What follows belongs to an exercise in optimizing a design on an open flow for small area and a short achievable clock period; a production flow would make more cautious choices.
In this exercise RTL edits were held to simulation tests only and were not proved equivalent to the original.
Power is estimated from default activity; no workload was simulated.

job 103:
==> flow/design.v (excerpt) <==
module scope_top (
  input  logic       clk_AD,
  input  logic       reset,
  input  logic [7:0] data_in,
  input  logic       trigger,
  input  logic       wb_cyc,
  input  logic       wb_stb,
  input  logic [9:0] wb_adr,
  output logic       wb_ack,
  output logic [7:0] wb_dat,
  output logic       capturing,
  output logic [3:0] vopp_hundreds,
  output logic [3:0] vopp_tens,
  output logic [3:0] vopp_units
);
clock: 5.8 ns
lec_check: 0
abc_clock_period_in_ps: 2500
cap_margin: 20
core_margin: 2
core_utilization: 65
cts_cluster_diameter: 100
cts_cluster_size: 25
setup_slack_margin: 3.0
slew_margin: 20
synth_memory_max_bits: 8192
standard.sh (not shown) runs the stock make flow with config.mk's settings and CLKGATE_MAP_FILE= SYNTH_SCRIPT=/design/flow/synth_recipe.tcl, a recipe that flattens the netlist after the stock synthesis.
==> flow/flow/run.sh <==
#!/bin/bash
# The standard layout (the standard.sh: ORFS synthesis to finish), with one
# change: the resizer may pick any drive strength of a cell when it repairs
# timing and design rules (the platform's MATCH_CELL_FOOTPRINT=1 keeps each
# cell within its own footprint, which in sky130hd rules out upsizing).
# make's full output goes to flow_make.log in the folder this runs in; ORFS's
# per-step logs are under orfs/logs/.
set -euo pipefail
bash standard.sh MATCH_CELL_FOOTPRINT=0 finish > flow_make.log 2>&1
Setup changes, job 103 to job 104
==> flow/run.sh (new file) <==
#!/bin/bash
# synth_recipe.tcl (not shown) runs the flow's synth.tcl, then flattens the netlist and writes it again
# the make line also repeats each setting of config.mk as NAME=value (left out here)
make -C /OpenROAD-flow-scripts/flow DESIGN_CONFIG=/design/flow/config.mk WORK_HOME=/design/flow/orfs CLKGATE_MAP_FILE= SYNTH_SCRIPT=/design/flow/synth_recipe.tcl finish
removed: flow/flow/run.sh
removed: flow/standard.sh
==> comparison <==
Summary — part of the cycle the worst path needs, job 104 relative to job 103: higher, by 1.8 points. A critical path startpoint of rd_q[1][5] is what job 104 shows, while rd_q[5][4] belongs to job 103. Number of buffers on the longest clock path: job 103 vs job 104 identical. Job 104: number of buffers other than clock buffers in the final layout is 5.3% lower than what job 103 reported. Compared with job 103, job 104 shows filler cell count in the final layout lower by 139. NOTE: achievable clock frequency in job 104 falls short of that of job 103. Job 103 vs job 104, worst-path cell with the longest stage delay: dfxtp_2 vs dfxtp_4. Final instance area across job 104 and job 103: no real change. Job 104 vs. job 103: post-CTS resize count saw an increase, global-route usage now sits lower, vias after detailed routing ~0 delta, worst hold slack across all endpoints went up 0.0090 ns.

---

Setup of red:
Another version of the RTL of scope_top (not shown whole).
For scale: ~11,000 cells after synthesis, roughly 5,400 flip-flops, roughly 45 I/O pins, roughly 160,000 sq um of cells after synthesis.
Design scope_top, start of the top module:
module scope_top (
  input  logic       clk_AD,
  input  logic       reset,
  input  logic [7:0] data_in,
  input  logic       trigger,
  input  logic       wb_cyc,
  input  logic       wb_stb,
  input  logic [9:0] wb_adr,
  output logic       wb_ack,
  output logic [7:0] wb_dat,
  output logic       capturing,
  output logic [3:0] vopp_hundreds,
  output logic [3:0] vopp_tens,
  output logic [3:0] vopp_units
);
Settings: LEC_CHECK=0, ABC_CLOCK_PERIOD_IN_PS=2500, CAP_MARGIN=20, CORE_MARGIN=2, CORE_UTILIZATION=65, CTS_CLUSTER_DIAMETER=100, CTS_CLUSTER_SIZE=25, SETUP_SLACK_MARGIN=2.5, SLEW_MARGIN=20, SYNTH_MEMORY_MAX_BITS=8192; clock period 5.8 ns.
run.sh (not shown) runs the stock make flow with config.mk's settings and CLKGATE_MAP_FILE= SYNTH_SCRIPT=/design/flow/synth_recipe.tcl, a recipe that flattens the netlist after the stock synthesis.
Stock flow here: none of the scripts above is used.
The inputs of blue differ from those of red as listed below.
- changing SETUP_SLACK_MARGIN from 2.5 to 3.0
- changing CORE_UTILIZATION from 65 to 72
The flow did not stop early for blue: all stages ran, and the layout cleared the timing, design-rule and antenna checks. The run showing the greater post-cts gate resize count is blue. [compare] base=red new=blue: total wire length after detailed routing +6.9%; setup slack went up. On clock group share of total power, red and blue are neck and neck. When blue is measured against red, its peak supply drop turns out 0.0050 mV lower. Between red and blue, the flow reports total power increasing slightly. Compared with red, blue ends up with a larger final cell area. Re register-to-register slack: red and blue aren't equal, and the lower value belongs to red. For the layout overhead on the synthesized area, blue came in 2.8 points higher than red did.
#### Input delta (green over blue)
- a change of CORE_UTILIZATION from 72 to 65
- a change of SETUP_SLACK_MARGIN from 3.0 to 3.5
## What came out
Of the two values seen for start point of the critical path, rd_hit_d[5]$_SDFF_PP0_ was produced by green and rd_q[2][7]$_SDFF_PN0_ by blue.
Delta (green minus blue): depth of the worst register-to-register path rose by 1, number of inserted filler cells in the final layout rose by about 20%.
Delta (green minus blue): met1 wire length went up 13 mm, cell area rose 12,000 sq um, last weighted congestion value of the routability-driven placer went down.
Here is what was changed in the inputs of orange compared with green.
- SETUP_SLACK_MARGIN: 3.5 -> 2.0
==> notes.md <==
Per the comparison of orange with green, wire length of the first global-routing pass decreased by 45 mm relative to the old numbers, sequential share of power shows an increase of 2.9 points, hold slack stayed essentially flat, sequential share of layout area picked up an extra 5.5 points.
Largest vdd supply drop: orange better than green
green has a lower count of antenna diodes in the layout than orange.
orange has finished layout cell area below what green had.
Going from green to orange, detailed-route wire length on metal 1 shrank by a few percent.
Against green as the reference, orange delivers a lower non-clock buffer total of the final layout.
## Diff of input files: purple against orange
- changing SETUP_SLACK_MARGIN from 2.0 to 3.0
purple: all stages complete, timing, DRC and antenna checks passed. orange | stages: all done | timing, DRC, antenna: all pass. Compared orange against purple; cell-internal power within noise. Compared with orange, purple shows a lower share of the final layout cell area in sequential cells. The launching element of the worst setup path comes out rd_hit_d[4]$_SDFF_PP0_ in one run and rd_q[5][0]$_SDFF_PN0_ in the other, namely in orange and purple respectively. Delta (purple minus orange): via count barely changed, maximum vdd drop climbed about 10%, clock network fraction of design power dropped 0.3 points, reg2reg setup slack climbed 870 ps.

separate check: timing with driven ports:
Ports are ideal in the flow. The routed layouts listed here were re-timed in OpenROAD. Step 1: set_driving_cell puts a clkbuf_16 on clk_AD and a buf_2 on each other input, an assumption about the parent block. Step 2 times the ports against the registers' clock, not the clock port: input delays grow and output delays shrink by t, the midpoint of the rising clock arrivals with the driver on. Slacks: ideal / step 1 / step 2; pairs: ideal / step 1.
run | t, ns | setup WS [ns] | latest minus earliest clock arrival (ns) | worst register clock-pin slew, ns
job 103 | 1.013 | 2.675 / 2.417 / 1.404 | 0.053 / 0.052 | 0.11 / 0.11
job 104 | 1.034 | 2.572 / 2.453 / 1.473 | 0.051 / 0.051 | 0.10 / 0.10
red | 1.012 | 2.100 / 2.178 / 1.166 | 0.065 / 0.065 | 0.11 / 0.11
blue | 1.016 | 2.661 / 2.565 / 1.617 | 0.055 / 0.054 | 0.10 / 0.10
green | 1.016 | 2.581 / 2.488 / 1.654 | 0.072 / 0.072 | 0.10 / 0.10
orange | 0.999 | 2.044 / 1.951 / 1.224 | 0.060 / 0.060 | 0.10 / 0.10
purple | 0.993 | 2.629 / 2.537 / 1.730 | 0.044 / 0.044 | 0.11 / 0.11
After both steps setup and hold are still met in every run listed. The setup slack of job 103, which loses most, moves by -0.258 ns with the drivers and by -1.271 ns with both steps.
